This is an optimization exercise on Yosys and OpenROAD, whose aim is a short achievable clock period and few clock cycles per item, not a production implementation.
Function was checked by simulation only, so behaviour that the tests miss may differ from the original.

File: flow/design.v
module md4_iter_core (
   input  logic         clk,
   input  logic         rst,
   input  logic         start,
   input  logic         init_sel,
   input  logic [511:0] block_in,
   input  logic [127:0] chain_in,
   output logic         ready,
   output logic         busy,
   output logic         done,
   output logic [127:0] digest
);
   localparam logic [127:0] MD4_IV = 128'h10325476_98badcfe_efcdab89_67452301;
   logic [2:0] v_q;        
   logic         ready_q;    
   logic         done_q;
   logic [127:0] digest_q;
   logic [511:0] x_q;        
   logic [127:0] cv_q;       
   logic [127:0] cv_in;
   logic [127:0] dg;
   logic         accept;
   logic [511:0] xk1_q;      
   logic [511:0] xk2_q;      
   logic [511:0] xk1_in, xk2_in;
   logic [31:0]  r1_h, r1_cn, r1_n2, r1_y1, r1_gan, r1_gbn, r1_han, r1_hbn;
   logic [31:0]  r2_h, r2_cn, r2_n2, r2_y1, r2_gan, r2_gbn, r2_han, r2_hbn;
   logic [31:0]  r3_h, r3_cn, r3_n2, r3_y1, r3_gan, r3_gbn, r3_han, r3_hbn;
   assign cv_in  = init_sel ? MD4_IV : chain_in;
   for (genvar m = 0; m < 16; m++) begin : g_xk
      assign xk1_in[32*m +: 32] = block_in[32*m +: 32] + 32'h5a827999;
      assign xk2_in[32*m +: 32] = block_in[32*m +: 32] + 32'h6ed9eba1;
   end
   assign ready  = ready_q;
   assign busy   = ~ready;
   assign accept = start & ready;
   assign done   = done_q;
   assign digest = digest_q;
   logic [31:0] n0, t0, cn0, y0, g1_0, g0_0, h1_0, h0_0, g0, h0, hh0;
   logic [31:0] yc0, yi0;
   logic [31:0] n1, t1, cn1, y1, g1_1, g0_1, h1_1, h0_1, g1, h1, hh1;
   logic [31:0] yc1, yi1;
   logic [31:0] n2, t2, cn2, y2, g1_2, g0_2, h1_2, h0_2, g2, h2, hh2;
   logic [31:0] yc2, yi2;
   logic [31:0] n3, t3, cn3, y3, g1_3, g0_3, h1_3, h0_3, g3, h3, hh3;
   logic [31:0] yc3, yi3;
   logic [31:0] n4, t4, cn4, y4, g1_4, g0_4, h1_4, h0_4, g4, h4, hh4;
   logic [31:0] n5, t5, cn5, y5, g1_5, g0_5, h1_5, h0_5, g5, h5, hh5;
   logic [31:0] n6, t6, cn6, y6, g1_6, g0_6, h1_6, h0_6, g6, h6, hh6;
   logic [31:0] n7, t7, cn7, y7, g1_7, g0_7, h1_7, h0_7, g7, h7, hh7;
   logic [31:0] n8, t8, cn8, y8, g1_8, g0_8, h1_8, h0_8, g8, h8, hh8;
   logic [31:0] n9, t9, cn9, y9, g1_9, g0_9, h1_9, h0_9, g9, h9, hh9;
   logic [31:0] n10, t10, cn10, y10, g1_10, g0_10, h1_10, h0_10, g10, h10, hh10;
   logic [31:0] n11, t11, cn11, y11, g1_11, g0_11, h1_11, h0_11, g11, h11, hh11;
   logic [31:0] n12, t12, cn12, y12, g1_12, g0_12, h1_12, h0_12, g12, h12, hh12;
   logic [31:0] n13, t13, cn13, y13, g1_13, g0_13, h1_13, h0_13, g13, h13, hh13;
   logic [31:0] n14, t14, cn14, y14, g1_14, g0_14, h1_14, h0_14, g14, h14, hh14;
   logic [31:0] n15, t15, cn15, y15, g1_15, g0_15, h1_15, h0_15, g15, h15, hh15;
   logic [31:0] n16, t16, cn16, y16, g1_16, g0_16, h1_16, h0_16, g16, h16, hh16;
   logic [31:0] n17, t17, cn17, y17, g1_17, g0_17, h1_17, h0_17, g17, h17, hh17;
   logic [31:0] n18, t18, cn18, y18, g1_18, g0_18, h1_18, h0_18, g18, h18, hh18;
   logic [31:0] n19, t19, cn19, y19, g1_19, g0_19, h1_19, h0_19, g19, h19, hh19;
   logic [31:0] n20, t20, cn20, y20, g1_20, g0_20, h1_20, h0_20, g20, h20, hh20;
   logic [31:0] n21, t21, cn21, y21, g1_21, g0_21, h1_21, h0_21, g21, h21, hh21;
   logic [31:0] n22, t22, cn22, y22, g1_22, g0_22, h1_22, h0_22, g22, h22, hh22;
   logic [31:0] n23, t23, cn23, y23, g1_23, g0_23, h1_23, h0_23, g23, h23, hh23;
   logic [31:0] n24, t24, cn24, y24, g1_24, g0_24, h1_24, h0_24, g24, h24, hh24;
   logic [31:0] n25, t25, cn25, y25, g1_25, g0_25, h1_25, h0_25, g25, h25, hh25;
   logic [31:0] n26, t26, cn26, y26, g1_26, g0_26, h1_26, h0_26, g26, h26, hh26;
   logic [31:0] n27, t27, cn27, y27, g1_27, g0_27, h1_27, h0_27, g27, h27, hh27;
   logic [31:0] n28, t28, cn28, y28, g1_28, g0_28, h1_28, h0_28, g28, h28, hh28;
   logic [31:0] n29, t29, cn29, y29, g1_29, g0_29, h1_29, h0_29, g29, h29, hh29;
   logic [31:0] n30, t30, cn30, y30, g1_30, g0_30, h1_30, h0_30, g30, h30, hh30;
   logic [31:0] n31, t31, cn31, y31, g1_31, g0_31, h1_31, h0_31, g31, h31, hh31;
   logic [31:0] n32, t32, cn32, y32, g1_32, g0_32, h1_32, h0_32, g32, h32, hh32;
   logic [31:0] n33, t33, cn33, y33, g1_33, g0_33, h1_33, h0_33, g33, h33, hh33;
   logic [31:0] n34, t34, cn34, y34, g1_34, g0_34, h1_34, h0_34, g34, h34, hh34;
   logic [31:0] n35, t35, cn35, y35, g1_35, g0_35, h1_35, h0_35, g35, h35, hh35;
   logic [31:0] n36, t36, cn36, y36, g1_36, g0_36, h1_36, h0_36, g36, h36, hh36;
   logic [31:0] n37, t37, cn37, y37, g1_37, g0_37, h1_37, h0_37, g37, h37, hh37;
   logic [31:0] n38, t38, cn38, y38, g1_38, g0_38, h1_38, h0_38, g38, h38, hh38;
   logic [31:0] n39, t39, cn39, y39, g1_39, g0_39, h1_39, h0_39, g39, h39, hh39;
   logic [31:0] n40, t40, cn40, y40, g1_40, g0_40, h1_40, h0_40, g40, h40, hh40;
   logic [31:0] n41, t41, cn41, y41, g1_41, g0_41, h1_41, h0_41, g41, h41, hh41;
   logic [31:0] n42, t42, cn42, y42, g1_42, g0_42, h1_42, h0_42, g42, h42, hh42;
   logic [31:0] n43, t43, cn43, y43, g1_43, g0_43, h1_43, h0_43, g43, h43, hh43;
   logic [31:0] n44, t44, cn44, y44, g1_44, g0_44, h1_44, h0_44, g44, h44, hh44;
   logic [31:0] n45, t45, cn45, y45, g1_45, g0_45, h1_45, h0_45, g45, h45, hh45;
   logic [31:0] n46, t46, cn46, y46, g1_46, g0_46, h1_46, h0_46, g46, h46, hh46;
   logic [31:0] n47, t47, cn47, y47, g1_47, g0_47, h1_47, h0_47, g47, h47, hh47;
   logic [31:0] rn1;
   logic [31:0] rt1;
   logic [31:0] s1_y0, s1_g1, s1_g0, s1_h1, s1_h0, s1_gan, s1_gbn, s1_han, s1_hbn;
   logic [31:0] s1_y1;
   logic [31:0] rn2;
   logic [31:0] rt2;
   logic [31:0] s2_y0, s2_g1, s2_g0, s2_h1, s2_h0, s2_gan, s2_gbn, s2_han, s2_hbn;
   logic [31:0] s2_y1;
   logic [31:0] rn3;
   logic [31:0] rt3;
   logic [31:0] s3_y0, s3_g1, s3_g0, s3_h1, s3_h0, s3_gan, s3_gbn, s3_han, s3_hbn;
   logic [31:0] s3_y1;
   logic [31:0] dg1_g1, dg1_g0, dg1_h1, dg1_h0, dg1_g, dg1_h, dg1_hh, dg1_cn;
   md4_add u_y0 (.a(chain_in[31:0]), .b(block_in[31:0]), .s(yc0));
   assign yi0 = block_in[31:0] + 32'h67452301;
   assign y0 = init_sel ? yi0 : yc0;
   md4_pg #(.R(0), .INV(1)) u_pg0 (.c(cv_in[95:64]), .d(cv_in[127:96]), .y(y0), .g1(g1_0), .g0(g0_0), .h1(h1_0), .h0(h0_0));
   md4_sel_w u_sel0 (.b(cv_in[63:32]), .g1n(g1_0), .g0n(g0_0), .h1n(h1_0), .h0n(h0_0), .g(g0), .h(h0), .h2(hh0));
   md4_ks #(.INV(0)) u_ks0 (.g_in(g0), .h_in(h0), .cx(cn0), .t(t0));
   assign n0 = {t0[28:0], t0[31:29]};
   md4_add u_y1 (.a(chain_in[127:96]), .b(block_in[63:32]), .s(yc1));
   assign yi1 = block_in[63:32] + 32'h10325476;
   assign y1 = init_sel ? yi1 : yc1;
   md4_pg #(.R(0), .INV(0)) u_pg1 (.c(cv_in[63:32]), .d(cv_in[95:64]), .y(y1), .g1(g1_1), .g0(g0_1), .h1(h1_1), .h0(h0_1));
   md4_sel_f u_sel1 (.hb({hh0[28:0], hh0[31:29]}), .cbn({cn0[28:0], cn0[31:29]}), .g1(g1_1), .g0(g0_1), .h1(h1_1), .h0(h0_1), .g(g1), .h(h1), .h2(hh1));
   md4_ks #(.INV(0)) u_ks1 (.g_in(g1), .h_in(h1), .cx(cn1), .t(t1));
   assign n1 = {t1[24:0], t1[31:25]};
   md4_add u_y2 (.a(chain_in[95:64]), .b(block_in[95:64]), .s(yc2));
   assign yi2 = block_in[95:64] + 32'h98badcfe;
   assign y2 = init_sel ? yi2 : yc2;
   md4_pg #(.R(0), .INV(0)) u_pg2 (.c(n0), .d(cv_in[63:32]), .y(y2), .g1(g1_2), .g0(g0_2), .h1(h1_2), .h0(h0_2));
   md4_sel_f u_sel2 (.hb({hh1[24:0], hh1[31:25]}), .cbn({cn1[24:0], cn1[31:25]}), .g1(g1_2), .g0(g0_2), .h1(h1_2), .h0(h0_2), .g(g2), .h(h2), .h2(hh2));
   md4_ks #(.INV(0)) u_ks2 (.g_in(g2), .h_in(h2), .cx(cn2), .t(t2));
   assign n2 = {t2[20:0], t2[31:21]};
   md4_add u_y3 (.a(chain_in[63:32]), .b(block_in[127:96]), .s(yc3));
   assign yi3 = block_in[127:96] + 32'hefcdab89;
   assign y3 = init_sel ? yi3 : yc3;
   md4_pg #(.R(0), .INV(0)) u_pg3 (.c(n1), .d(n0), .y(y3), .g1(g1_3), .g0(g0_3), .h1(h1_3), .h0(h0_3));
   md4_sel_f u_sel3 (.hb({hh2[20:0], hh2[31:21]}), .cbn({cn2[20:0], cn2[31:21]}), .g1(g1_3), .g0(g0_3), .h1(h1_3), .h0(h0_3), .g(g3), .h(h3), .h2(hh3));
   md4_ks #(.INV(0)) u_ks3 (.g_in(g3), .h_in(h3), .cx(cn3), .t(t3));
   assign n3 = {t3[12:0], t3[31:13]};
   md4_add u_y4 (.a(n0), .b(block_in[159:128]), .s(y4));
   md4_pg #(.R(0), .INV(0)) u_pg4 (.c(n2), .d(n1), .y(y4), .g1(g1_4), .g0(g0_4), .h1(h1_4), .h0(h0_4));
   md4_sel_f u_sel4 (.hb({hh3[12:0], hh3[31:13]}), .cbn({cn3[12:0], cn3[31:13]}), .g1(g1_4), .g0(g0_4), .h1(h1_4), .h0(h0_4), .g(g4), .h(h4), .h2(hh4));
   md4_ks #(.INV(0)) u_ks4 (.g_in(g4), .h_in(h4), .cx(cn4), .t(t4));
   assign n4 = {t4[28:0], t4[31:29]};
   md4_add u_y5 (.a(n1), .b(block_in[191:160]), .s(y5));
   md4_pg #(.R(0), .INV(0)) u_pg5 (.c(n3), .d(n2), .y(y5), .g1(g1_5), .g0(g0_5), .h1(h1_5), .h0(h0_5));
   md4_sel_f u_sel5 (.hb({hh4[28:0], hh4[31:29]}), .cbn({cn4[28:0], cn4[31:29]}), .g1(g1_5), .g0(g0_5), .h1(h1_5), .h0(h0_5), .g(g5), .h(h5), .h2(hh5));
   md4_ks #(.INV(0)) u_ks5 (.g_in(g5), .h_in(h5), .cx(cn5), .t(t5));
   assign n5 = {t5[24:0], t5[31:25]};
   md4_add u_y6 (.a(n2), .b(block_in[223:192]), .s(y6));
   md4_pg #(.R(0), .INV(0)) u_pg6 (.c(n4), .d(n3), .y(y6), .g1(g1_6), .g0(g0_6), .h1(h1_6), .h0(h0_6));
   md4_sel_f u_sel6 (.hb({hh5[24:0], hh5[31:25]}), .cbn({cn5[24:0], cn5[31:25]}), .g1(g1_6), .g0(g0_6), .h1(h1_6), .h0(h0_6), .g(g6), .h(h6), .h2(hh6));
   md4_ks #(.INV(0)) u_ks6 (.g_in(g6), .h_in(h6), .cx(cn6), .t(t6));
   assign n6 = {t6[20:0], t6[31:21]};
   md4_add u_y7 (.a(n3), .b(block_in[255:224]), .s(y7));
   md4_pg #(.R(0), .INV(0)) u_pg7 (.c(n5), .d(n4), .y(y7), .g1(g1_7), .g0(g0_7), .h1(h1_7), .h0(h0_7));
   md4_sel_f u_sel7 (.hb({hh6[20:0], hh6[31:21]}), .cbn({cn6[20:0], cn6[31:21]}), .g1(g1_7), .g0(g0_7), .h1(h1_7), .h0(h0_7), .g(g7), .h(h7), .h2(hh7));
   md4_ks #(.INV(0)) u_ks7 (.g_in(g7), .h_in(h7), .cx(cn7), .t(t7));
   assign n7 = {t7[12:0], t7[31:13]};
   md4_add u_y8 (.a(n4), .b(block_in[287:256]), .s(y8));
   md4_pg #(.R(0), .INV(0)) u_pg8 (.c(n6), .d(n5), .y(y8), .g1(g1_8), .g0(g0_8), .h1(h1_8), .h0(h0_8));
   md4_sel_f u_sel8 (.hb({hh7[12:0], hh7[31:13]}), .cbn({cn7[12:0], cn7[31:13]}), .g1(g1_8), .g0(g0_8), .h1(h1_8), .h0(h0_8), .g(g8), .h(h8), .h2(hh8));
   md4_ks #(.INV(0)) u_ks8 (.g_in(g8), .h_in(h8), .cx(cn8), .t(t8));
   assign n8 = {t8[28:0], t8[31:29]};
   md4_sel_c u_sel9 (.cbn({r1_cn[28:0], r1_cn[31:29]}), .gan(r1_gan), .gbn(r1_gbn), .han(r1_han), .hbn(r1_hbn), .g(g9), .h(h9), .h2(hh9));
   md4_ks #(.INV(0)) u_ks9 (.g_in(g9), .h_in(h9), .cx(cn9), .t(t9));
   assign n9 = {t9[24:0], t9[31:25]};
   assign y10 = r1_y1;
   md4_pg #(.R(0), .INV(0)) u_pg10 (.c(rn1), .d(r1_n2), .y(y10), .g1(g1_10), .g0(g0_10), .h1(h1_10), .h0(h0_10));
   md4_sel_f u_sel10 (.hb({hh9[24:0], hh9[31:25]}), .cbn({cn9[24:0], cn9[31:25]}), .g1(g1_10), .g0(g0_10), .h1(h1_10), .h0(h0_10), .g(g10), .h(h10), .h2(hh10));
   md4_ks #(.INV(0)) u_ks10 (.g_in(g10), .h_in(h10), .cx(cn10), .t(t10));
   assign n10 = {t10[20:0], t10[31:21]};
   md4_add u_y11 (.a(r1_n2), .b(x_q[383:352]), .s(y11));
   md4_pg #(.R(0), .INV(0)) u_pg11 (.c(n9), .d(rn1), .y(y11), .g1(g1_11), .g0(g0_11), .h1(h1_11), .h0(h0_11));
   md4_sel_f u_sel11 (.hb({hh10[20:0], hh10[31:21]}), .cbn({cn10[20:0], cn10[31:21]}), .g1(g1_11), .g0(g0_11), .h1(h1_11), .h0(h0_11), .g(g11), .h(h11), .h2(hh11));
   md4_ks #(.INV(0)) u_ks11 (.g_in(g11), .h_in(h11), .cx(cn11), .t(t11));
   assign n11 = {t11[12:0], t11[31:13]};
   md4_add u_y12 (.a(rn1), .b(x_q[415:384]), .s(y12));
   md4_pg #(.R(0), .INV(0)) u_pg12 (.c(n10), .d(n9), .y(y12), .g1(g1_12), .g0(g0_12), .h1(h1_12), .h0(h0_12));
   md4_sel_f u_sel12 (.hb({hh11[12:0], hh11[31:13]}), .cbn({cn11[12:0], cn11[31:13]}), .g1(g1_12), .g0(g0_12), .h1(h1_12), .h0(h0_12), .g(g12), .h(h12), .h2(hh12));
   md4_ks #(.INV(0)) u_ks12 (.g_in(g12), .h_in(h12), .cx(cn12), .t(t12));
   assign n12 = {t12[28:0], t12[31:29]};
   md4_add u_y13 (.a(n9), .b(x_q[447:416]), .s(y13));
   md4_pg #(.R(0), .INV(0)) u_pg13 (.c(n11), .d(n10), .y(y13), .g1(g1_13), .g0(g0_13), .h1(h1_13), .h0(h0_13));
   md4_sel_f u_sel13 (.hb({hh12[28:0], hh12[31:29]}), .cbn({cn12[28:0], cn12[31:29]}), .g1(g1_13), .g0(g0_13), .h1(h1_13), .h0(h0_13), .g(g13), .h(h13), .h2(hh13));
   md4_ks #(.INV(0)) u_ks13 (.g_in(g13), .h_in(h13), .cx(cn13), .t(t13));
   assign n13 = {t13[24:0], t13[31:25]};
   md4_add u_y14 (.a(n10), .b(x_q[479:448]), .s(y14));
   md4_pg #(.R(0), .INV(0)) u_pg14 (.c(n12), .d(n11), .y(y14), .g1(g1_14), .g0(g0_14), .h1(h1_14), .h0(h0_14));
   md4_sel_f u_sel14 (.hb({hh13[24:0], hh13[31:25]}), .cbn({cn13[24:0], cn13[31:25]}), .g1(g1_14), .g0(g0_14), .h1(h1_14), .h0(h0_14), .g(g14), .h(h14), .h2(hh14));
   md4_ks #(.INV(0)) u_ks14 (.g_in(g14), .h_in(h14), .cx(cn14), .t(t14));
   assign n14 = {t14[20:0], t14[31:21]};
   md4_add u_y15 (.a(n11), .b(x_q[511:480]), .s(y15));
   md4_pg #(.R(0), .INV(0)) u_pg15 (.c(n13), .d(n12), .y(y15), .g1(g1_15), .g0(g0_15), .h1(h1_15), .h0(h0_15));
   md4_sel_f u_sel15 (.hb({hh14[20:0], hh14[31:21]}), .cbn({cn14[20:0], cn14[31:21]}), .g1(g1_15), .g0(g0_15), .h1(h1_15), .h0(h0_15), .g(g15), .h(h15), .h2(hh15));
   md4_ks #(.INV(0)) u_ks15 (.g_in(g15), .h_in(h15), .cx(cn15), .t(t15));
   assign n15 = {t15[12:0], t15[31:13]};
   md4_add u_y16 (.a(n12), .b(xk1_q[31:0]), .s(y16));
   md4_pg #(.R(1), .INV(0)) u_pg16 (.c(n14), .d(n13), .y(y16), .g1(g1_16), .g0(g0_16), .h1(h1_16), .h0(h0_16));
   md4_sel_f u_sel16 (.hb({hh15[12:0], hh15[31:13]}), .cbn({cn15[12:0], cn15[31:13]}), .g1(g1_16), .g0(g0_16), .h1(h1_16), .h0(h0_16), .g(g16), .h(h16), .h2(hh16));
   md4_ks #(.INV(0)) u_ks16 (.g_in(g16), .h_in(h16), .cx(cn16), .t(t16));
   assign n16 = {t16[28:0], t16[31:29]};
   md4_add u_y17 (.a(n13), .b(xk1_q[159:128]), .s(y17));
   md4_pg #(.R(1), .INV(0)) u_pg17 (.c(n15), .d(n14), .y(y17), .g1(g1_17), .g0(g0_17), .h1(h1_17), .h0(h0_17));
   md4_sel_f u_sel17 (.hb({hh16[28:0], hh16[31:29]}), .cbn({cn16[28:0], cn16[31:29]}), .g1(g1_17), .g0(g0_17), .h1(h1_17), .h0(h0_17), .g(g17), .h(h17), .h2(hh17));
   md4_ks #(.INV(0)) u_ks17 (.g_in(g17), .h_in(h17), .cx(cn17), .t(t17));
   assign n17 = {t17[26:0], t17[31:27]};
   md4_add u_y18 (.a(n14), .b(xk1_q[287:256]), .s(y18));
   md4_pg #(.R(1), .INV(0)) u_pg18 (.c(n16), .d(n15), .y(y18), .g1(g1_18), .g0(g0_18), .h1(h1_18), .h0(h0_18));
   md4_sel_f u_sel18 (.hb({hh17[26:0], hh17[31:27]}), .cbn({cn17[26:0], cn17[31:27]}), .g1(g1_18), .g0(g0_18), .h1(h1_18), .h0(h0_18), .g(g18), .h(h18), .h2(hh18));
   md4_ks #(.INV(0)) u_ks18 (.g_in(g18), .h_in(h18), .cx(cn18), .t(t18));
   assign n18 = {t18[22:0], t18[31:23]};
   md4_add u_y19 (.a(n15), .b(xk1_q[415:384]), .s(y19));
   md4_pg #(.R(1), .INV(0)) u_pg19 (.c(n17), .d(n16), .y(y19), .g1(g1_19), .g0(g0_19), .h1(h1_19), .h0(h0_19));
   md4_sel_f u_sel19 (.hb({hh18[22:0], hh18[31:23]}), .cbn({cn18[22:0], cn18[31:23]}), .g1(g1_19), .g0(g0_19), .h1(h1_19), .h0(h0_19), .g(g19), .h(h19), .h2(hh19));
   md4_ks #(.INV(0)) u_ks19 (.g_in(g19), .h_in(h19), .cx(cn19), .t(t19));
   assign n19 = {t19[18:0], t19[31:19]};
   md4_add u_y20 (.a(n16), .b(xk1_q[63:32]), .s(y20));
   md4_pg #(.R(1), .INV(0)) u_pg20 (.c(n18), .d(n17), .y(y20), .g1(g1_20), .g0(g0_20), .h1(h1_20), .h0(h0_20));
   md4_sel_f u_sel20 (.hb({hh19[18:0], hh19[31:19]}), .cbn({cn19[18:0], cn19[31:19]}), .g1(g1_20), .g0(g0_20), .h1(h1_20), .h0(h0_20), .g(g20), .h(h20), .h2(hh20));
   md4_ks #(.INV(0)) u_ks20 (.g_in(g20), .h_in(h20), .cx(cn20), .t(t20));
   assign n20 = {t20[28:0], t20[31:29]};
   md4_add u_y21 (.a(n17), .b(xk1_q[191:160]), .s(y21));
   md4_pg #(.R(1), .INV(0)) u_pg21 (.c(n19), .d(n18), .y(y21), .g1(g1_21), .g0(g0_21), .h1(h1_21), .h0(h0_21));
   md4_sel_f u_sel21 (.hb({hh20[28:0], hh20[31:29]}), .cbn({cn20[28:0], cn20[31:29]}), .g1(g1_21), .g0(g0_21), .h1(h1_21), .h0(h0_21), .g(g21), .h(h21), .h2(hh21));
   md4_ks #(.INV(0)) u_ks21 (.g_in(g21), .h_in(h21), .cx(cn21), .t(t21));
   assign n21 = {t21[26:0], t21[31:27]};
   md4_add u_y22 (.a(n18), .b(xk1_q[319:288]), .s(y22));
   md4_pg #(.R(1), .INV(0)) u_pg22 (.c(n20), .d(n19), .y(y22), .g1(g1_22), .g0(g0_22), .h1(h1_22), .h0(h0_22));
   md4_sel_f u_sel22 (.hb({hh21[26:0], hh21[31:27]}), .cbn({cn21[26:0], cn21[31:27]}), .g1(g1_22), .g0(g0_22), .h1(h1_22), .h0(h0_22), .g(g22), .h(h22), .h2(hh22));
   md4_ks #(.INV(0)) u_ks22 (.g_in(g22), .h_in(h22), .cx(cn22), .t(t22));
   assign n22 = {t22[22:0], t22[31:23]};
   md4_sel_c u_sel23 (.cbn({r2_cn[22:0], r2_cn[31:23]}), .gan(r2_gan), .gbn(r2_gbn), .han(r2_han), .hbn(r2_hbn), .g(g23), .h(h23), .h2(hh23));
   md4_ks #(.INV(0)) u_ks23 (.g_in(g23), .h_in(h23), .cx(cn23), .t(t23));
   assign n23 = {t23[18:0], t23[31:19]};
   assign y24 = r2_y1;
   md4_pg #(.R(1), .INV(0)) u_pg24 (.c(rn2), .d(r2_n2), .y(y24), .g1(g1_24), .g0(g0_24), .h1(h1_24), .h0(h0_24));
   md4_sel_f u_sel24 (.hb({hh23[18:0], hh23[31:19]}), .cbn({cn23[18:0], cn23[31:19]}), .g1(g1_24), .g0(g0_24), .h1(h1_24), .h0(h0_24), .g(g24), .h(h24), .h2(hh24));
   md4_ks #(.INV(0)) u_ks24 (.g_in(g24), .h_in(h24), .cx(cn24), .t(t24));
   assign n24 = {t24[28:0], t24[31:29]};
   md4_add u_y25 (.a(r2_n2), .b(xk1_q[223:192]), .s(y25));
   md4_pg #(.R(1), .INV(0)) u_pg25 (.c(n23), .d(rn2), .y(y25), .g1(g1_25), .g0(g0_25), .h1(h1_25), .h0(h0_25));
   md4_sel_f u_sel25 (.hb({hh24[28:0], hh24[31:29]}), .cbn({cn24[28:0], cn24[31:29]}), .g1(g1_25), .g0(g0_25), .h1(h1_25), .h0(h0_25), .g(g25), .h(h25), .h2(hh25));
   md4_ks #(.INV(0)) u_ks25 (.g_in(g25), .h_in(h25), .cx(cn25), .t(t25));
   assign n25 = {t25[26:0], t25[31:27]};
   md4_add u_y26 (.a(rn2), .b(xk1_q[351:320]), .s(y26));
   md4_pg #(.R(1), .INV(0)) u_pg26 (.c(n24), .d(n23), .y(y26), .g1(g1_26), .g0(g0_26), .h1(h1_26), .h0(h0_26));
   md4_sel_f u_sel26 (.hb({hh25[26:0], hh25[31:27]}), .cbn({cn25[26:0], cn25[31:27]}), .g1(g1_26), .g0(g0_26), .h1(h1_26), .h0(h0_26), .g(g26), .h(h26), .h2(hh26));
   md4_ks #(.INV(0)) u_ks26 (.g_in(g26), .h_in(h26), .cx(cn26), .t(t26));
   assign n26 = {t26[22:0], t26[31:23]};
   md4_add u_y27 (.a(n23), .b(xk1_q[479:448]), .s(y27));
   md4_pg #(.R(1), .INV(0)) u_pg27 (.c(n25), .d(n24), .y(y27), .g1(g1_27), .g0(g0_27), .h1(h1_27), .h0(h0_27));
   md4_sel_f u_sel27 (.hb({hh26[22:0], hh26[31:23]}), .cbn({cn26[22:0], cn26[31:23]}), .g1(g1_27), .g0(g0_27), .h1(h1_27), .h0(h0_27), .g(g27), .h(h27), .h2(hh27));
   md4_ks #(.INV(0)) u_ks27 (.g_in(g27), .h_in(h27), .cx(cn27), .t(t27));
   assign n27 = {t27[18:0], t27[31:19]};
   md4_add u_y28 (.a(n24), .b(xk1_q[127:96]), .s(y28));
   md4_pg #(.R(1), .INV(0)) u_pg28 (.c(n26), .d(n25), .y(y28), .g1(g1_28), .g0(g0_28), .h1(h1_28), .h0(h0_28));
   md4_sel_f u_sel28 (.hb({hh27[18:0], hh27[31:19]}), .cbn({cn27[18:0], cn27[31:19]}), .g1(g1_28), .g0(g0_28), .h1(h1_28), .h0(h0_28), .g(g28), .h(h28), .h2(hh28));
   md4_ks #(.INV(0)) u_ks28 (.g_in(g28), .h_in(h28), .cx(cn28), .t(t28));
   assign n28 = {t28[28:0], t28[31:29]};
   md4_add u_y29 (.a(n25), .b(xk1_q[255:224]), .s(y29));
   md4_pg #(.R(1), .INV(0)) u_pg29 (.c(n27), .d(n26), .y(y29), .g1(g1_29), .g0(g0_29), .h1(h1_29), .h0(h0_29));
   md4_sel_f u_sel29 (.hb({hh28[28:0], hh28[31:29]}), .cbn({cn28[28:0], cn28[31:29]}), .g1(g1_29), .g0(g0_29), .h1(h1_29), .h0(h0_29), .g(g29), .h(h29), .h2(hh29));
   md4_ks #(.INV(0)) u_ks29 (.g_in(g29), .h_in(h29), .cx(cn29), .t(t29));
   assign n29 = {t29[26:0], t29[31:27]};
   md4_add u_y30 (.a(n26), .b(xk1_q[383:352]), .s(y30));
   md4_pg #(.R(1), .INV(0)) u_pg30 (.c(n28), .d(n27), .y(y30), .g1(g1_30), .g0(g0_30), .h1(h1_30), .h0(h0_30));
   md4_sel_f u_sel30 (.hb({hh29[26:0], hh29[31:27]}), .cbn({cn29[26:0], cn29[31:27]}), .g1(g1_30), .g0(g0_30), .h1(h1_30), .h0(h0_30), .g(g30), .h(h30), .h2(hh30));
   md4_ks #(.INV(0)) u_ks30 (.g_in(g30), .h_in(h30), .cx(cn30), .t(t30));
   assign n30 = {t30[22:0], t30[31:23]};
   md4_add u_y31 (.a(n27), .b(xk1_q[511:480]), .s(y31));
   md4_pg #(.R(1), .INV(0)) u_pg31 (.c(n29), .d(n28), .y(y31), .g1(g1_31), .g0(g0_31), .h1(h1_31), .h0(h0_31));
   md4_sel_f u_sel31 (.hb({hh30[22:0], hh30[31:23]}), .cbn({cn30[22:0], cn30[31:23]}), .g1(g1_31), .g0(g0_31), .h1(h1_31), .h0(h0_31), .g(g31), .h(h31), .h2(hh31));
   md4_ks #(.INV(0)) u_ks31 (.g_in(g31), .h_in(h31), .cx(cn31), .t(t31));
   assign n31 = {t31[18:0], t31[31:19]};
   md4_add u_y32 (.a(n28), .b(xk2_q[31:0]), .s(y32));
   md4_pg #(.R(2), .INV(0)) u_pg32 (.c(n30), .d(n29), .y(y32), .g1(g1_32), .g0(g0_32), .h1(h1_32), .h0(h0_32));
   md4_sel_f u_sel32 (.hb({hh31[18:0], hh31[31:19]}), .cbn({cn31[18:0], cn31[31:19]}), .g1(g1_32), .g0(g0_32), .h1(h1_32), .h0(h0_32), .g(g32), .h(h32), .h2(hh32));
   md4_ks #(.INV(0)) u_ks32 (.g_in(g32), .h_in(h32), .cx(cn32), .t(t32));
   assign n32 = {t32[28:0], t32[31:29]};
   md4_add u_y33 (.a(n29), .b(xk2_q[287:256]), .s(y33));
   md4_pg #(.R(2), .INV(0)) u_pg33 (.c(n31), .d(n30), .y(y33), .g1(g1_33), .g0(g0_33), .h1(h1_33), .h0(h0_33));
   md4_sel_f u_sel33 (.hb({hh32[28:0], hh32[31:29]}), .cbn({cn32[28:0], cn32[31:29]}), .g1(g1_33), .g0(g0_33), .h1(h1_33), .h0(h0_33), .g(g33), .h(h33), .h2(hh33));
   md4_ks #(.INV(0)) u_ks33 (.g_in(g33), .h_in(h33), .cx(cn33), .t(t33));
   assign n33 = {t33[22:0], t33[31:23]};
   md4_add u_y34 (.a(n30), .b(xk2_q[159:128]), .s(y34));
   md4_pg #(.R(2), .INV(0)) u_pg34 (.c(n32), .d(n31), .y(y34), .g1(g1_34), .g0(g0_34), .h1(h1_34), .h0(h0_34));
   md4_sel_f u_sel34 (.hb({hh33[22:0], hh33[31:23]}), .cbn({cn33[22:0], cn33[31:23]}), .g1(g1_34), .g0(g0_34), .h1(h1_34), .h0(h0_34), .g(g34), .h(h34), .h2(hh34));
   md4_ks #(.INV(0)) u_ks34 (.g_in(g34), .h_in(h34), .cx(cn34), .t(t34));
   assign n34 = {t34[20:0], t34[31:21]};
   md4_add u_y35 (.a(n31), .b(xk2_q[415:384]), .s(y35));
   md4_pg #(.R(2), .INV(0)) u_pg35 (.c(n33), .d(n32), .y(y35), .g1(g1_35), .g0(g0_35), .h1(h1_35), .h0(h0_35));
   md4_sel_f u_sel35 (.hb({hh34[20:0], hh34[31:21]}), .cbn({cn34[20:0], cn34[31:21]}), .g1(g1_35), .g0(g0_35), .h1(h1_35), .h0(h0_35), .g(g35), .h(h35), .h2(hh35));
   md4_ks #(.INV(0)) u_ks35 (.g_in(g35), .h_in(h35), .cx(cn35), .t(t35));
   assign n35 = {t35[16:0], t35[31:17]};
   md4_sel_c u_sel36 (.cbn({r3_cn[16:0], r3_cn[31:17]}), .gan(r3_gan), .gbn(r3_gbn), .han(r3_han), .hbn(r3_hbn), .g(g36), .h(h36), .h2(hh36));
   md4_ks #(.INV(0)) u_ks36 (.g_in(g36), .h_in(h36), .cx(cn36), .t(t36));
   assign n36 = {t36[28:0], t36[31:29]};
   assign y37 = r3_y1;
   md4_pg #(.R(2), .INV(0)) u_pg37 (.c(rn3), .d(r3_n2), .y(y37), .g1(g1_37), .g0(g0_37), .h1(h1_37), .h0(h0_37));
   md4_sel_f u_sel37 (.hb({hh36[28:0], hh36[31:29]}), .cbn({cn36[28:0], cn36[31:29]}), .g1(g1_37), .g0(g0_37), .h1(h1_37), .h0(h0_37), .g(g37), .h(h37), .h2(hh37));
   md4_ks #(.INV(0)) u_ks37 (.g_in(g37), .h_in(h37), .cx(cn37), .t(t37));
   assign n37 = {t37[22:0], t37[31:23]};
   md4_add u_y38 (.a(r3_n2), .b(xk2_q[223:192]), .s(y38));
   md4_pg #(.R(2), .INV(0)) u_pg38 (.c(n36), .d(rn3), .y(y38), .g1(g1_38), .g0(g0_38), .h1(h1_38), .h0(h0_38));
   md4_sel_f u_sel38 (.hb({hh37[22:0], hh37[31:23]}), .cbn({cn37[22:0], cn37[31:23]}), .g1(g1_38), .g0(g0_38), .h1(h1_38), .h0(h0_38), .g(g38), .h(h38), .h2(hh38));
   md4_ks #(.INV(0)) u_ks38 (.g_in(g38), .h_in(h38), .cx(cn38), .t(t38));
   assign n38 = {t38[20:0], t38[31:21]};
   md4_add u_y39 (.a(rn3), .b(xk2_q[479:448]), .s(y39));
   md4_pg #(.R(2), .INV(0)) u_pg39 (.c(n37), .d(n36), .y(y39), .g1(g1_39), .g0(g0_39), .h1(h1_39), .h0(h0_39));
   md4_sel_f u_sel39 (.hb({hh38[20:0], hh38[31:21]}), .cbn({cn38[20:0], cn38[31:21]}), .g1(g1_39), .g0(g0_39), .h1(h1_39), .h0(h0_39), .g(g39), .h(h39), .h2(hh39));
   md4_ks #(.INV(0)) u_ks39 (.g_in(g39), .h_in(h39), .cx(cn39), .t(t39));
   assign n39 = {t39[16:0], t39[31:17]};
   md4_add u_y40 (.a(n36), .b(xk2_q[63:32]), .s(y40));
   md4_pg #(.R(2), .INV(0)) u_pg40 (.c(n38), .d(n37), .y(y40), .g1(g1_40), .g0(g0_40), .h1(h1_40), .h0(h0_40));
   md4_sel_f u_sel40 (.hb({hh39[16:0], hh39[31:17]}), .cbn({cn39[16:0], cn39[31:17]}), .g1(g1_40), .g0(g0_40), .h1(h1_40), .h0(h0_40), .g(g40), .h(h40), .h2(hh40));
   md4_ks #(.INV(0)) u_ks40 (.g_in(g40), .h_in(h40), .cx(cn40), .t(t40));
   assign n40 = {t40[28:0], t40[31:29]};
   md4_add u_y41 (.a(n37), .b(xk2_q[319:288]), .s(y41));
   md4_pg #(.R(2), .INV(0)) u_pg41 (.c(n39), .d(n38), .y(y41), .g1(g1_41), .g0(g0_41), .h1(h1_41), .h0(h0_41));
   md4_sel_f u_sel41 (.hb({hh40[28:0], hh40[31:29]}), .cbn({cn40[28:0], cn40[31:29]}), .g1(g1_41), .g0(g0_41), .h1(h1_41), .h0(h0_41), .g(g41), .h(h41), .h2(hh41));
   md4_ks #(.INV(0)) u_ks41 (.g_in(g41), .h_in(h41), .cx(cn41), .t(t41));
   assign n41 = {t41[22:0], t41[31:23]};
   md4_add u_y42 (.a(n38), .b(xk2_q[191:160]), .s(y42));
   md4_pg #(.R(2), .INV(0)) u_pg42 (.c(n40), .d(n39), .y(y42), .g1(g1_42), .g0(g0_42), .h1(h1_42), .h0(h0_42));
   md4_sel_f u_sel42 (.hb({hh41[22:0], hh41[31:23]}), .cbn({cn41[22:0], cn41[31:23]}), .g1(g1_42), .g0(g0_42), .h1(h1_42), .h0(h0_42), .g(g42), .h(h42), .h2(hh42));
   md4_ks #(.INV(0)) u_ks42 (.g_in(g42), .h_in(h42), .cx(cn42), .t(t42));
   assign n42 = {t42[20:0], t42[31:21]};
   md4_add u_y43 (.a(n39), .b(xk2_q[447:416]), .s(y43));
   md4_pg #(.R(2), .INV(0)) u_pg43 (.c(n41), .d(n40), .y(y43), .g1(g1_43), .g0(g0_43), .h1(h1_43), .h0(h0_43));
   md4_sel_f u_sel43 (.hb({hh42[20:0], hh42[31:21]}), .cbn({cn42[20:0], cn42[31:21]}), .g1(g1_43), .g0(g0_43), .h1(h1_43), .h0(h0_43), .g(g43), .h(h43), .h2(hh43));
   md4_ks #(.INV(0)) u_ks43 (.g_in(g43), .h_in(h43), .cx(cn43), .t(t43));
   assign n43 = {t43[16:0], t43[31:17]};
   md4_add u_y44 (.a(n40), .b(xk2_q[127:96]), .s(y44));
   md4_pg #(.R(2), .INV(0)) u_pg44 (.c(n42), .d(n41), .y(y44), .g1(g1_44), .g0(g0_44), .h1(h1_44), .h0(h0_44));
   md4_sel_f u_sel44 (.hb({hh43[16:0], hh43[31:17]}), .cbn({cn43[16:0], cn43[31:17]}), .g1(g1_44), .g0(g0_44), .h1(h1_44), .h0(h0_44), .g(g44), .h(h44), .h2(hh44));
   md4_ks #(.INV(0)) u_ks44 (.g_in(g44), .h_in(h44), .cx(cn44), .t(t44));
   assign n44 = {t44[28:0], t44[31:29]};
   md4_add u_y45 (.a(n41), .b(xk2_q[383:352]), .s(y45));
   md4_pg #(.R(2), .INV(0)) u_pg45 (.c(n43), .d(n42), .y(y45), .g1(g1_45), .g0(g0_45), .h1(h1_45), .h0(h0_45));
   md4_sel_f u_sel45 (.hb({hh44[28:0], hh44[31:29]}), .cbn({cn44[28:0], cn44[31:29]}), .g1(g1_45), .g0(g0_45), .h1(h1_45), .h0(h0_45), .g(g45), .h(h45), .h2(hh45));
   md4_ks #(.INV(0)) u_ks45 (.g_in(g45), .h_in(h45), .cx(cn45), .t(t45));
   assign n45 = {t45[22:0], t45[31:23]};
   md4_add u_y46 (.a(n42), .b(xk2_q[255:224]), .s(y46));
   md4_pg #(.R(2), .INV(0)) u_pg46 (.c(n44), .d(n43), .y(y46), .g1(g1_46), .g0(g0_46), .h1(h1_46), .h0(h0_46));
   md4_sel_f u_sel46 (.hb({hh45[22:0], hh45[31:23]}), .cbn({cn45[22:0], cn45[31:23]}), .g1(g1_46), .g0(g0_46), .h1(h1_46), .h0(h0_46), .g(g46), .h(h46), .h2(hh46));
   md4_ks #(.INV(0)) u_ks46 (.g_in(g46), .h_in(h46), .cx(cn46), .t(t46));
   assign n46 = {t46[20:0], t46[31:21]};
   md4_add u_y47 (.a(n43), .b(xk2_q[511:480]), .s(y47));
   md4_pg #(.R(2), .INV(0)) u_pg47 (.c(n45), .d(n44), .y(y47), .g1(g1_47), .g0(g0_47), .h1(h1_47), .h0(h0_47));
   md4_sel_f u_sel47 (.hb({hh46[20:0], hh46[31:21]}), .cbn({cn46[20:0], cn46[31:21]}), .g1(g1_47), .g0(g0_47), .h1(h1_47), .h0(h0_47), .g(g47), .h(h47), .h2(hh47));
   md4_ks #(.INV(0)) u_ks47 (.g_in(g47), .h_in(h47), .cx(cn47), .t(t47));
   assign n47 = {t47[16:0], t47[31:17]};
   assign rn1 = {rt1[28:0], rt1[31:29]};
   assign rt1 = ~(r1_h ^ r1_cn);
   md4_add u_s1_y0 (.a(n5), .b(block_in[319:288]), .s(s1_y0));
   md4_pg #(.R(0), .INV(0)) u_s1_pg (.c(n7), .d(n6), .y(s1_y0), .g1(s1_g1), .g0(s1_g0), .h1(s1_h1), .h0(s1_h0));
   md4_sel_p u_s1_sp (.hb({hh8[28:0], hh8[31:29]}), .g1(s1_g1), .g0(s1_g0), .h1(s1_h1), .h0(s1_h0), .gan(s1_gan), .gbn(s1_gbn), .han(s1_han), .hbn(s1_hbn));
   md4_add u_s1_y1 (.a(n6), .b(block_in[351:320]), .s(s1_y1));
   assign rn2 = {rt2[22:0], rt2[31:23]};
   assign rt2 = ~(r2_h ^ r2_cn);
   md4_add u_s2_y0 (.a(n19), .b(xk1_q[447:416]), .s(s2_y0));
   md4_pg #(.R(1), .INV(0)) u_s2_pg (.c(n21), .d(n20), .y(s2_y0), .g1(s2_g1), .g0(s2_g0), .h1(s2_h1), .h0(s2_h0));
   md4_sel_p u_s2_sp (.hb({hh22[22:0], hh22[31:23]}), .g1(s2_g1), .g0(s2_g0), .h1(s2_h1), .h0(s2_h0), .gan(s2_gan), .gbn(s2_gbn), .han(s2_han), .hbn(s2_hbn));
   md4_add u_s2_y1 (.a(n20), .b(xk1_q[95:64]), .s(s2_y1));
   assign rn3 = {rt3[16:0], rt3[31:17]};
   assign rt3 = ~(r3_h ^ r3_cn);
   md4_add u_s3_y0 (.a(n32), .b(xk2_q[95:64]), .s(s3_y0));
   md4_pg #(.R(2), .INV(0)) u_s3_pg (.c(n34), .d(n33), .y(s3_y0), .g1(s3_g1), .g0(s3_g0), .h1(s3_h1), .h0(s3_h0));
   md4_sel_p u_s3_sp (.hb({hh35[16:0], hh35[31:17]}), .g1(s3_g1), .g0(s3_g0), .h1(s3_h1), .h0(s3_h0), .gan(s3_gan), .gbn(s3_gbn), .han(s3_han), .hbn(s3_hbn));
   md4_add u_s3_y1 (.a(n33), .b(xk2_q[351:320]), .s(s3_y1));
   md4_add u_dg0 (.a(n44), .b(cv_q[31:0]), .s(dg[31:0]));
   md4_add u_dg2 (.a(n46), .b(cv_q[95:64]), .s(dg[95:64]));
   md4_add u_dg3 (.a(n45), .b(cv_q[127:96]), .s(dg[127:96]));
   md4_pg #(.R(3), .INV(0)) u_pgdg1 (.c('0), .d('0), .y(cv_q[63:32]), .g1(dg1_g1), .g0(dg1_g0), .h1(dg1_h1), .h0(dg1_h0));
   md4_sel_f u_seldg1 (.hb({hh47[16:0], hh47[31:17]}), .cbn({cn47[16:0], cn47[31:17]}), .g1(dg1_g1), .g0(dg1_g0), .h1(dg1_h1), .h0(dg1_h0), .g(dg1_g), .h(dg1_h), .h2(dg1_hh));
   md4_ks #(.INV(0)) u_dg1 (.g_in(dg1_g), .h_in(dg1_h), .cx(dg1_cn), .t(dg[63:32]));
   always_ff @(posedge clk) begin
      r1_h <= hh8;
      r1_cn <= cn8;
      r1_n2 <= n7;
      r1_gan <= s1_gan;
      r1_gbn <= s1_gbn;
      r1_han <= s1_han;
      r1_hbn <= s1_hbn;
      r1_y1 <= s1_y1;
      r2_h <= hh22;
      r2_cn <= cn22;
      r2_n2 <= n21;
      r2_gan <= s2_gan;
      r2_gbn <= s2_gbn;
      r2_han <= s2_han;
      r2_hbn <= s2_hbn;
      r2_y1 <= s2_y1;
      r3_h <= hh35;
      r3_cn <= cn35;
      r3_n2 <= n34;
      r3_gan <= s3_gan;
      r3_gbn <= s3_gbn;
      r3_han <= s3_han;
      r3_hbn <= s3_hbn;
      r3_y1 <= s3_y1;
   end
   always_ff @(posedge clk) begin
      if (ready) begin
         x_q   <= block_in;
         xk1_q <= xk1_in;
         xk2_q <= xk2_in;
         cv_q  <= cv_in;
      end
   end
   always_ff @(posedge clk or posedge rst) begin
      if (rst) begin
         v_q      <= '0;
         ready_q  <= 1'b1;
         done_q   <= 1'b0;
         digest_q <= '0;
      end else begin
         v_q      <= {v_q[1:0], accept};
         ready_q  <= ~(|{v_q[1:0], accept});
         done_q   <= v_q[2];
         if (v_q[2]) begin
            digest_q <= dg;
         end
      end
   end
endmodule
module g_a21oi (input logic a1, input logic a2, input logic b1, output logic y);
   assign y = ~((a1 & a2) | b1);
endmodule
module g_o21ai (input logic a1, input logic a2, input logic b1, output logic y);
   assign y = ~((a1 | a2) & b1);
endmodule
module g_nand2 (input logic a, input logic b, output logic y);
   assign y = ~(a & b);
endmodule
module g_nor2 (input logic a, input logic b, output logic y);
   assign y = ~(a | b);
endmodule
module g_xnor2 (input logic a, input logic b, output logic y);
   assign y = ~(a ^ b);
endmodule
module g_inv (input logic a, output logic y);
   assign y = ~a;
endmodule
module g_mux2 (input logic a0, input logic a1, input logic s, output logic y);
   assign y = s ? a1 : a0;
endmodule
module g_mux2i (input logic a0, input logic a1, input logic s, output logic y);
   assign y = ~(s ? a1 : a0);
endmodule
module md4_ks #(
   parameter int INV = 1
) (
   input  logic [31:0] g_in,
   input  logic [31:0] h_in,
   output logic [31:0] cx,
   output logic [31:0] t
);
   logic [31:0] g [6];
   logic [31:0] p [6];
   assign g[0] = g_in;
   assign p[0] = h_in;
   for (genvar l = 1; l <= 5; l++) begin : g_lvl
      localparam int D = 1 << (l - 1);
      localparam bit NEG = ((INV + l - 1) % 2) == 1;    
      for (genvar j = 0; j < 32; j++) begin : g_bit
         if (j < D) begin : g_pass
            g_inv u_g (.a(g[l-1][j]), .y(g[l][j]));
            assign p[l][j] = 1'b0;
         end else if (NEG) begin : g_neg
            g_o21ai u_g (.a1(p[l-1][j]), .a2(g[l-1][j-D]), .b1(g[l-1][j]), .y(g[l][j]));
            if (j >= 2 * D) begin : g_p
               g_nor2 u_p (.a(p[l-1][j]), .b(p[l-1][j-D]), .y(p[l][j]));
            end else begin : g_np
               assign p[l][j] = 1'b0;
            end
         end else begin : g_pos
            g_a21oi u_g (.a1(p[l-1][j]), .a2(g[l-1][j-D]), .b1(g[l-1][j]), .y(g[l][j]));
            if (j >= 2 * D) begin : g_p
               g_nand2 u_p (.a(p[l-1][j]), .b(p[l-1][j-D]), .y(p[l][j]));
            end else begin : g_np
               assign p[l][j] = 1'b0;
            end
         end
      end
   end
   assign cx = {g[5][30:0], INV ? 1'b0 : 1'b1};
   if (INV == 1) begin : g_tinv
      g_inv u_t0 (.a(h_in[0]), .y(t[0]));
   end else begin : g_ttrue
      assign t[0] = h_in[0];
   end
   for (genvar j = 1; j < 32; j++) begin : g_sum
      g_xnor2 u_t (.a(h_in[j]), .b(cx[j]), .y(t[j]));
   end
endmodule
module md4_add (
   input  logic [31:0] a,
   input  logic [31:0] b,
   output logic [31:0] s
);
   logic [31:0] gn, hn, c;
   for (genvar j = 0; j < 32; j++) begin : g_bit
      g_nand2 u_g (.a(a[j]), .b(b[j]), .y(gn[j]));
      g_xnor2 u_h (.a(a[j]), .b(b[j]), .y(hn[j]));
   end
   md4_ks #(.INV(1)) u_ks (.g_in(gn), .h_in(hn), .cx(c), .t(s));
endmodule
module md4_pg #(
   parameter int R = 0,
   parameter int INV = 0
) (
   input  logic [31:0] c,
   input  logic [31:0] d,
   input  logic [31:0] y,
   output logic [31:0] g1,
   output logic [31:0] g0,
   output logic [31:0] h1,
   output logic [31:0] h0
);
   logic [31:0] f1, f0;
   if (R == 0) begin : g_r0
      assign f1 = c;
      assign f0 = d;
   end else if (R == 1) begin : g_r1
      assign f1 = c | d;
      assign f0 = c & d;
   end else if (R == 2) begin : g_r2
      assign f1 = ~(c ^ d);
      assign f0 = c ^ d;
   end else begin : g_id
      assign f1 = '1;
      assign f0 = '0;
   end
   assign g1 = INV ? ~(f1 & y) : (f1 & y);
   assign g0 = INV ? ~(f0 & y) : (f0 & y);
   assign h1 = INV ? ~(f1 ^ y) : (f1 ^ y);
   assign h0 = INV ? ~(f0 ^ y) : (f0 ^ y);
endmodule
module md4_sel_w (
   input  logic [31:0] b,
   input  logic [31:0] g1n,
   input  logic [31:0] g0n,
   input  logic [31:0] h1n,
   input  logic [31:0] h0n,
   output logic [31:0] g,
   output logic [31:0] h,
   output logic [31:0] h2
);
   for (genvar j = 0; j < 32; j++) begin : g_bit
      g_mux2i u_g (.a0(g0n[j]), .a1(g1n[j]), .s(b[j]), .y(g[j]));
      g_mux2i u_h (.a0(h0n[j]), .a1(h1n[j]), .s(b[j]), .y(h[j]));
      g_mux2i u_h2 (.a0(h0n[j]), .a1(h1n[j]), .s(b[j]), .y(h2[j]));
   end
endmodule
module md4_sel_p (
   input  logic [31:0] hb,
   input  logic [31:0] g1,
   input  logic [31:0] g0,
   input  logic [31:0] h1,
   input  logic [31:0] h0,
   output logic [31:0] gan,
   output logic [31:0] gbn,
   output logic [31:0] han,
   output logic [31:0] hbn
);
   for (genvar j = 0; j < 32; j++) begin : g_bit
      g_mux2i u_ga (.a0(g0[j]), .a1(g1[j]), .s(hb[j]), .y(gan[j]));    
      g_mux2i u_gb (.a0(g1[j]), .a1(g0[j]), .s(hb[j]), .y(gbn[j]));    
      g_mux2i u_ha (.a0(h0[j]), .a1(h1[j]), .s(hb[j]), .y(han[j]));
      g_mux2i u_hb (.a0(h1[j]), .a1(h0[j]), .s(hb[j]), .y(hbn[j]));
   end
endmodule
module md4_sel_c (
   input  logic [31:0] cbn,
   input  logic [31:0] gan,
   input  logic [31:0] gbn,
   input  logic [31:0] han,
   input  logic [31:0] hbn,
   output logic [31:0] g,
   output logic [31:0] h,
   output logic [31:0] h2
);
   for (genvar j = 0; j < 32; j++) begin : g_bit
      g_mux2i u_g (.a0(gbn[j]), .a1(gan[j]), .s(cbn[j]), .y(g[j]));
      g_mux2i u_h (.a0(hbn[j]), .a1(han[j]), .s(cbn[j]), .y(h[j]));
      g_mux2i u_h2 (.a0(hbn[j]), .a1(han[j]), .s(cbn[j]), .y(h2[j]));
   end
endmodule
module md4_sel_f (
   input  logic [31:0] hb,
   input  logic [31:0] cbn,
   input  logic [31:0] g1,
   input  logic [31:0] g0,
   input  logic [31:0] h1,
   input  logic [31:0] h0,
   output logic [31:0] g,
   output logic [31:0] h,
   output logic [31:0] h2
);
   logic [31:0] gan, gbn, han, hbn;
   md4_sel_p u_p (.hb(hb), .g1(g1), .g0(g0), .h1(h1), .h0(h0), .gan(gan), .gbn(gbn), .han(han), .hbn(hbn));
   md4_sel_c u_c (.cbn(cbn), .gan(gan), .gbn(gbn), .han(han), .hbn(hbn), .g(g), .h(h), .h2(h2));
endmodule
File: flow/run.sh
#!/bin/bash
# synth_recipe.tcl (not shown) runs the flow's synth.tcl, then flattens the netlist and writes it again
# the make line also repeats each setting of config.mk as NAME=value (left out here)
make -C /OpenROAD-flow-scripts/flow DESIGN_CONFIG=/design/flow/config.mk WORK_HOME=/design/flow/orfs CLKGATE_MAP_FILE= SYNTH_SCRIPT=/design/flow/synth_recipe.tcl finish
File: flow/config.mk
export PLATFORM = sky130hd
export DESIGN_NAME = md4_iter_core
export DESIGN_NICKNAME = md4_iter_core
export VERILOG_FILES = /design/flow/design.v
export SDC_FILE = /design/flow/constraint.sdc
export NUM_CORES = 4
export LEC_CHECK = 0
export CAP_MARGIN = 40
export CORE_MARGIN = 2
export CORE_UTILIZATION = 45
export SETUP_SLACK_MARGIN = 5
export SLEW_MARGIN = 40
export SYNTH_HIERARCHICAL = 1
File: flow/constraint.sdc
create_clock -name core_clock -period 25.0 [get_ports {clk}]
set_input_delay 5.0000 -clock core_clock [delete_from_list [all_inputs] [get_ports {clk}]]
set_output_delay 5.0000 -clock core_clock [all_outputs]
set_load 0.01 [all_outputs]
==> summary.txt <==
Outcome - failed layout checks
Violated checks - capacitance limit, slew limit
Cts hold-fix bufs - 0
Final core utilization - 55.2%
Clk Latency, worst-skew pair - 1.08 ns
Final TNS setup - 0 ns
Area grow syn2layout - 22.4%
H-Tree Level Count - 5
Hold crit path type - register to register
Critical Path End Type - register
Hold Worst Slack - 0.384 ns
Largest net degree at the start of global routing - 147
GPL Wtd Cong - 1.26
Nets - 63614
Hpwl dp - 2620000 µm
Cells after Synth - 54871
Max-cap check violation count - 4
Die area - 0.964 mm²
Clock root buffer - clkbuf_16
WP data arrival - 22.53 ns
Dpl ws - 1.84 ns
Core area - 0.955 mm²
Critical path fanouts, max - 4
Final count of pins violating max slew - 11
Most frequent cells in the layout - mux2i_1 (9103), nand2_1 (6691), o21ai_1 (6031)
# rows - 359
Bufs on Longest Clock Path - 5
Fraction of layout cells with a size suffix above 1 - 25.5%
Residual DRC - 0
First-pass detailed-route iteration total - 22
Worst path required time - 25.94 ns
Congestion Overflow GR - 0
Number of I/O port buffers - 774
Antenna violations before repair - 611
Antenna-violating nets left - 0
Vias per cell - 6.67
Slowest Stage Delay on Critical Path - 2.09 ns
Most common cell after layout, fill and taps aside - mux2i_1
Final setup violation count - 0
Yosys warnings - 17
Final min period - 21.59 ns
First-pass GRT wire length - 3820000 µm
Initial Util - 45.1%
RSZ-0062 raised after global routing - true
Post-route worst setup slack - 3.41 ns
Global router's overall resource usage - 58.3%
Reg2Reg Setup Slack - 3.41 ns
Critical path class - register to register
Cell Area, Placed - 0.493 mm²
Number of buffers created by CTS - 292
Boundary Pins - 775
Via count - 492505
Worst slew pin tran - 2.72 ns
Worst setup SP type - register
Worst Skew - 0.142 ns
Cell mode on critical path - a21oi_2
Max Freq - 0.0463 GHz
Vias in the first global route - 434057
Fin crit share - 86.4%
TritonCTS clock tree - yes
Wire per inst - 40.7 µm
Syn_area_per_cell - 7.84 µm²
Detailed Route Iter0 Violations - 83424
CTS sink count - 2159
Synth Cell Area - 0.430 mm²
Clock-pin slew on the worst setup and hold paths - 0.06 ns
Max_slew headroom - -86.8%
Crit-path slowest cell - mux2i_1
Final Hold Viols - 0
Cell area after layout - 0.527 mm²
Die Span Y - 982 µm
Drt total wl - 3000000 µm
Die Width - 982 µm
[final timing paths]
path | startpoint | to | cells past startpoint
setup / recovery | r3_cn[20]$_DFF_P_ | digest_q[59]$_DFFE_PP0P_ | 83
hold / removal | v_q[0]$_DFF_PP0_ | v_q[1]$_DFF_PP0_ | 0
setup reg to reg | r3_cn[20]$_DFF_P_ | digest_q[59]$_DFFE_PP0P_ | 83
hold reg to reg | v_q[0]$_DFF_PP0_ | v_q[1]$_DFF_PP0_ | 0
max in group asynchronous | rst | digest_q[16]$_DFFE_PP0P_ | 3
min in group asynchronous | rst | digest_q[32]$_DFFE_PP0P_ | 2
[flip-flops by register name (all words and copies together), names as in the netlist, 128 cells and up]
name	count
xk1_q	512
xk2_q	464
x_q	160
digest_q	128
cv_q	128
[layout make-up]
| class | instances | area [µm²] |
|---|---|---|
| well taps | 12635 | 15800 |
| inverters | 4426 | 16800 |
| fillers | 91402 | 428000 |
| repair buffers | 5317 | 42700 |
| clock buffers | 346 | 7870 |
| multi-input cells | 47698 | 383000 |
| clock inverters | 155 | 1450 |
| flip-flops and latches | 2159 | 56600 |
| diodes | 1052 | 2630 |
[critical path, delay by kind of cell (launching register included)]
kind | cells | cell delay [ns]
compound gates | 38 | 7.80
xor+xnor | 5 | 1.88
fa+ha+maj | 2 | 0.65
buf+inv | 12 | 2.24
flops | 1 | 0.46
mux | 14 | 5.79
simple gates | 12 | 2.52
[routing by layer]
layer	vias up	routed length [µm]	GRT usage, %
li1	203499	-	-
met1	235565	1060000	66.8
met2	41583	1040000	72.6
met3	11592	526000	34.8
met4	266	363000	55.4
met5	-	10000	5.12
[through the flow]
step / instances
after global routing: 73241
after detailed placement: 71662
after floorplan: 54901
after CTS: 72228
final: 73788
after global placement: 71621
[what timing repair did]
action	4_1_cts	5_1_grt
setup endpoints to repair	818	814
pin swaps	22	98
resized for setup	1194	1647
setup buffers	65	486
Testbench counts, summed over its fixed seeds: cycles 2,048, blocks 512.

separate check: timing with driven ports:
The flow's constraints put no driver on any port. The routed layout listed below was extracted and timed again, unchanged, in two steps.
Step 1 assumes that a clkbuf_16 drives the clock port and a buf_2 every other input.
Step 2, shift: input delay + t, output delay - t, t = (earliest + latest rising clock arrival at the registers) / 2. This alone moves slack from input paths to output paths.
a / b / c = ideal ports / drivers / drivers and shift; a / b = the first two.
t, ns: 1.206
slack for setup (ns): 3.406 / 3.406 / 3.406
slew at the worst register clock pin (ns): 0.10 / 0.10
For this run, drivers alone change the setup slack by 0.000 ns; drivers and shift together by 0.000 ns.
